What follows belongs to an exercise in optimizing a design on an open flow for small area, a short achievable clock period and few clock cycles per item; a production flow would make more cautious choices.
Function was checked by simulation only, so behaviour that the tests miss may differ from the original.

==> flow/design.v, too long to show whole: its modules and the start of the top module <==
// module go_to_pose_controller: 8431 lines
module go_to_pose_controller #(
  parameter int unsigned CORDIC_STEPS = 16
) (
  input  logic        clk_i,
  input  logic        rst_ni,
  input  logic        in_valid_i,
  output logic        in_stall_o,
  input  logic [103:0] in_data_i,
  output logic        out_valid_o,
  input  logic        out_stall_i,
  output logic [33:0]  out_data_o,
  input  logic        cfg_we_i,
  input  logic [2:0]  cfg_idx_i,
  input  logic [30:0] cfg_data_i
);
  // ...
==> flow/run.sh <==
#!/bin/bash
# synth_recipe.tcl (not shown) runs the flow's synth.tcl, then flattens the netlist and writes it again
# the make line also repeats each setting of config.mk as NAME=value (left out here)
make -C /OpenROAD-flow-scripts/flow DESIGN_CONFIG=/design/flow/config.mk WORK_HOME=/design/flow/orfs CLKGATE_MAP_FILE= SYNTH_SCRIPT=/design/flow/synth_recipe.tcl finish
==> flow/config.mk <==
export PLATFORM = sky130hd
export DESIGN_NAME = go_to_pose_controller
export DESIGN_NICKNAME = go_to_pose_controller
export VERILOG_FILES = /design/flow/design.v
export SDC_FILE = /design/flow/constraint.sdc
export NUM_CORES = 4
export LEC_CHECK = 0
export CAP_MARGIN = 20
export CORE_MARGIN = 2
export CORE_UTILIZATION = 55
export SLEW_MARGIN = 20
export SYNTH_MEMORY_MAX_BITS = 32768
==> flow/constraint.sdc <==
create_clock -name core_clock -period 12.0 [get_ports {clk_i}]
set_input_delay 2.4000 -clock core_clock [delete_from_list [all_inputs] [get_ports {clk_i}]]
set_output_delay 2.4000 -clock core_clock [all_outputs]
set_load 0.01 [all_outputs]
==> run notes, run 1 <==
synthesis-to-layout area growth 9.320%; Critical Path End out_q[11]; footprint of the multi-input gates 192800 sq um; Crit Path Category flip-flop to flip-flop; Non-clock buffering overhead 0.01029; Netlist Area Pre-Place 312700 sq um; max reg flops 714; Root Driver clkbuf_16; area share of xor/xnor cells in the synthesized design 0.1205; slowest CP cell and2_1; largest family of logic cells by synthesized area adder cells; yosys warns 1; wire length per cell 20.67 microns; initial core utilization 0.5529; Worst setup EP type flip-flop; most utilized layer in the global route result met2; Worst Tran Pin Value 1.185 ns; Taps Inserted 7506; Hold Path Stages 0; outcome timing/DRC/antenna clean; Post-synth EDFFs 748; share of cells above drive strength 1 0.05906; Tmin final 7.819 ns; final core occ 0.6044; area of the core 565700 sq um; Final Max Tran Viols 0; commonest non-fill, non-tap cell in the layout dfxtp_1; Post-Route WL 815500 microns; dpl ws 4.053 ns; PortBufs 178; slowest cell delay on critical path 0.77 ns; largest net degree at the start of global routing 98; skew final 0.06134 ns; Rel. slew slack 0.2092; Synth Net Count 36220; FF-to-FF setup slack 4.18 ns; Seq Cell Count 4817; synth cell count leaders 3873 x dfxtp_1, 3116 x inv_1, 2838 x xnor2_1
Testbench counts, summed over its fixed seeds: cycles 1,448, items 1,280.
==> run 2, diff against run 1 <==
==> flow/flow/run.sh (new file) <==
#!/bin/bash
# The standard layout (standard.sh), with one change: ABC maps the logic for the
# shortest delay (flow/abc_speed.script) instead of ORFS's default speed script.
# Registers, floorplan, power grid, placement, CTS and routing are the standard flow's.
set -euo pipefail
rm -rf scripts_fast
cp -r "$FLOW_HOME/scripts" scripts_fast
cp flow/abc_speed.script scripts_fast/abc_speed.script
bash standard.sh SCRIPTS_DIR="$PWD/scripts_fast" finish > flow_make.log 2>&1
==> flow/flow/abc_speed.script (new file) <==
&get -n
&st
&dch -f
&nf -p
&put
buffer -c
topo
stime -c
upsize -c
dnsize -c
==> flow/standard.sh (new file) <==
#!/bin/bash
# synth_recipe.tcl (not shown) runs the flow's synth.tcl, then flattens the netlist and writes it again
# the make line also repeats each setting of config.mk as NAME=value (left out here)
make -C /OpenROAD-flow-scripts/flow DESIGN_CONFIG=/design/flow/config.mk WORK_HOME=/design/flow/orfs CLKGATE_MAP_FILE= SYNTH_SCRIPT=/design/flow/synth_recipe.tcl "${@:-finish}"
removed: flow/run.sh
==> run 2 against run 1 <==
Setup slack improved by 1.4 ns. Clock skew decreased by 0.0057 ns. Cell area down 0.98%. Sequential share of layout area grew 0.31 points. Synthesized area shrank 0.71%. Register-to-register slack gained 1.4 ns. Cell count grew 0.60%. Critical endpoint is now out_q[12].
==> run notes, run 2 <==
startpoint types flip-flop; R2R Path End out_q[12]; CTS tree yes; crit path from t2a_20[2]; synth cell count leaders 3873 x dfxtp_1, 2819 x nand2_1, 2743 x ha_1; post-route setup TNS 0 ns; postcts setup bufs 0; Critical Path RT 12.91 ns; WHS 0.2909 ns; yosys warns 1 (unchanged); Netlist cell types 93; clock latency (worst-skew pair) 1.06 ns; IO Pins 179; register area 105100 sq um; Die ar. 570600 sq um; Worst Tran Pin Value 1.188 ns (+0.002942 ns); leading registers by flop count fifo_q x714, t2a_20 x49, t2b_20 x49; synth top area cells dfxtp_1 25%, fa_1 12%, ha_1 11%, xnor2_1 7.2%, edfxtp_1 7.2%; Worst setup EP type flip-flop; Final GP Congestion 0.9410; GR Util met1 0.3939; Die W 755.4 microns; final non-filler cell total 39700; launch point of the worst reg-to-reg path t2a_20[2]; DR pass1 iterations 8; most utilized layer in the global route result met2; Tmin final 6.399 ns (-1.420 ns); Critical Path End out_q[12]; Post-CTS Hold Fix Bufs 0; GR Util met3 0.03897; register area share after synthesis 0.3381; FF-to-FF setup slack 5.60 ns (+1.42 ns); most frequent cells in the layout 3811 x dfxtp_1, 2818 x nand2_1, 2743 x ha_1; r2r worst-path depth 20; PortBufs 178 (unchanged); DR DRC count 0; Post-Route WL 848700 microns (+4.1%); Crit Path Max Fanout 22; ys flop type dfxtp_1; Synth top area share 0.2497; Die Y 755.4 microns; wire length per cell 21.38 microns (+3.4%); DRT antenna net count 0; vias in the first global route 226600; Root Driver clkbuf_16; DP Wirelength 645200 microns; largest net degree at the start of global routing 69 (-30%); FILL cells 48620; CTS sink cnt 4817; max reg flops 714 (unchanged); outcome timing/DRC/antenna clean; Clock Pin Slew Worst Setup and Hold Paths 0.06 ns; footprint of the multi-input gates 192300 sq um (-0.26%); first-pass GRT wire length 1311000 microns; RSZ-0062 raised after global routing false; synthesis-to-layout area growth 9.023%; Synth Net Count 36640 (+1.1%); Placed Cells 38700; Tcrit/Tclk final 0.5332; area of the core 561500 sq um (-0.73%); final hold violation count 0; Clock Tree Buf Depth 4; Synth area leader dfxtp_1; drt via density 5.615; initial core utilization 0.5530 (about the same); # resized after CTS 0; post-synthesis cell count 31830; Rel. slew slack 0.2083 (-0.0008810); H-tree Lvls 6; Largest Register fifo_q; DR vias 222900; nets 36570; final core occ 0.6029 (-0.001537); GRT Overall Usage 0.2921; skew final 0.05568 ns (-0.005652 ns); post-synthesis average cell area 9.756 sq um; share of cells above drive strength 1 0.05380 (-0.005255); Netlist Area Pre-Place 310500 sq um (-0.71%); count leader, synth dfxtp_1; number of cell rows 275; Critical Path AT 7.31 ns; Setup violations, final 0; Post-synth EDFFs 748 (unchanged); Yosys reg bits 4817; CTS Buf Count 537; final global-route overflow total 0; Hold/Removal Path Class flip-flop to flip-flop; met2 Resource Use GR 0.4867; Max Freq 0.1563 GHz; commonest non-fill, non-tap cell in the layout dfxtp_1; Async SR Flop Fraction 0.04069; Crit Path Category flip-flop to flip-flop; maxcap violations 0; Final Max Tran Viols 0 (unchanged); Initial DRC Count 14860; initial antenna violation count 38
[run 2: per-stage QoR]
stage | cell area [sq um] | setup slack (ns)
final | 338500 | 5.601
after global routing | 338500 | 5.188
after CTS | 338500 | 5.363
after detailed placement | 319900 | 5.408
after global placement | 319900 | 5.530
after floorplan | 310500 | 6.825
[run 2: cell type report]
cell class	count	share of cell area
multi-input combinational	23430	0.5681
sequential	4817	0.3105
clock buffer	721	0.04461
inverter	2569	0.02848
tap	7479	0.02764
timing repair buffer	408	0.01027
clock inverter	253	0.01011
antenna	27	0.0001996
[run 2: cell families after synthesis]
kind of cell,synth area share
and+or+nand+nor,0.1130
AOI/OAI and AO/OA,0.1197
DFF,0.3381
adders and majority gates,0.2346
xor gates and xnor gates,0.1314
buffers and inverters,0.04351
muxes,0.01962
[run 2: how the worst min path moves through the flow]
stage	from	slack, ns	cells past startpoint	end
2_1_floorplan	b_dv_9[0]	0.31	0	b_dv_10[0]
3_3_place_gp	sqd_3[11]	0.31	0	sqd_4[11]
3_5_place_dp	y_dv_13[8]	0.31	0	y_dv_14[8]
4_1_cts	y_dv_9[4]	0.28	0	y_dv_10[4]
5_1_grt	y_dv_9[4]	0.31	0	y_dv_10[4]
6_report	y_dv_9[4]	0.29	0	y_dv_10[4]
[run 2: worst max-delay path, cell delays in order (launching register included)]
cell and delay, ns:
dfxtp_1 0.31, ha_1 0.30, a311o_1 0.37, nor4b_1 0.15
o21ai_0 0.52, a21o_1 0.20, a211oi_1 0.08, o311ai_0 0.44
nand2_1 0.20, a21o_1 0.24, xor2_1 0.39, ha_1 0.32
nand4_1 0.11, a21oi_1 0.06, a2111oi_0 0.48, o211ai_1 0.19
o21bai_2 0.47, buf_4 0.33, o21ai_0 0.13, a21oi_2 0.66
mux2_2 0.29
[run 2: routing by layer]
layer / vias to the layer above / part of all wire
li1: 107100 / -
met1: 108100 / 0.44
met2: 6180 / 0.46
met3: 1492 / 0.057
met4: 14 / 0.036
met5: - / 0.00011

[what the ideal ports hide]
Ports are ideal in the flow. The routed layouts listed here were re-timed in OpenROAD. Step 1: set_driving_cell puts a clkbuf_16 on clk_i and a buf_2 on each other input, an assumption about the parent block. Step 2 moves the port delays by t, midway between the first and last clock arrival at a register: inputs arrive t later, outputs are due t later. That takes back most of the time a late clock gives input paths. Three values: ideal, step 1, step 2; two values: the first two.
run	shift t [ns]	setup WS [ns]	clock arrival spread, ns	pins driven straight from the clock port
run 1	1.161	4.181 / 4.181 / 4.181	0.073 / 0.073	1
run 2	1.151	5.601 / 5.601 / 5.592	0.069 / 0.069	1
After both steps setup and hold are still met in every run listed. For run 2, which loses most, drivers alone change the setup slack by 0.000 ns; drivers and shift together by -0.009 ns.
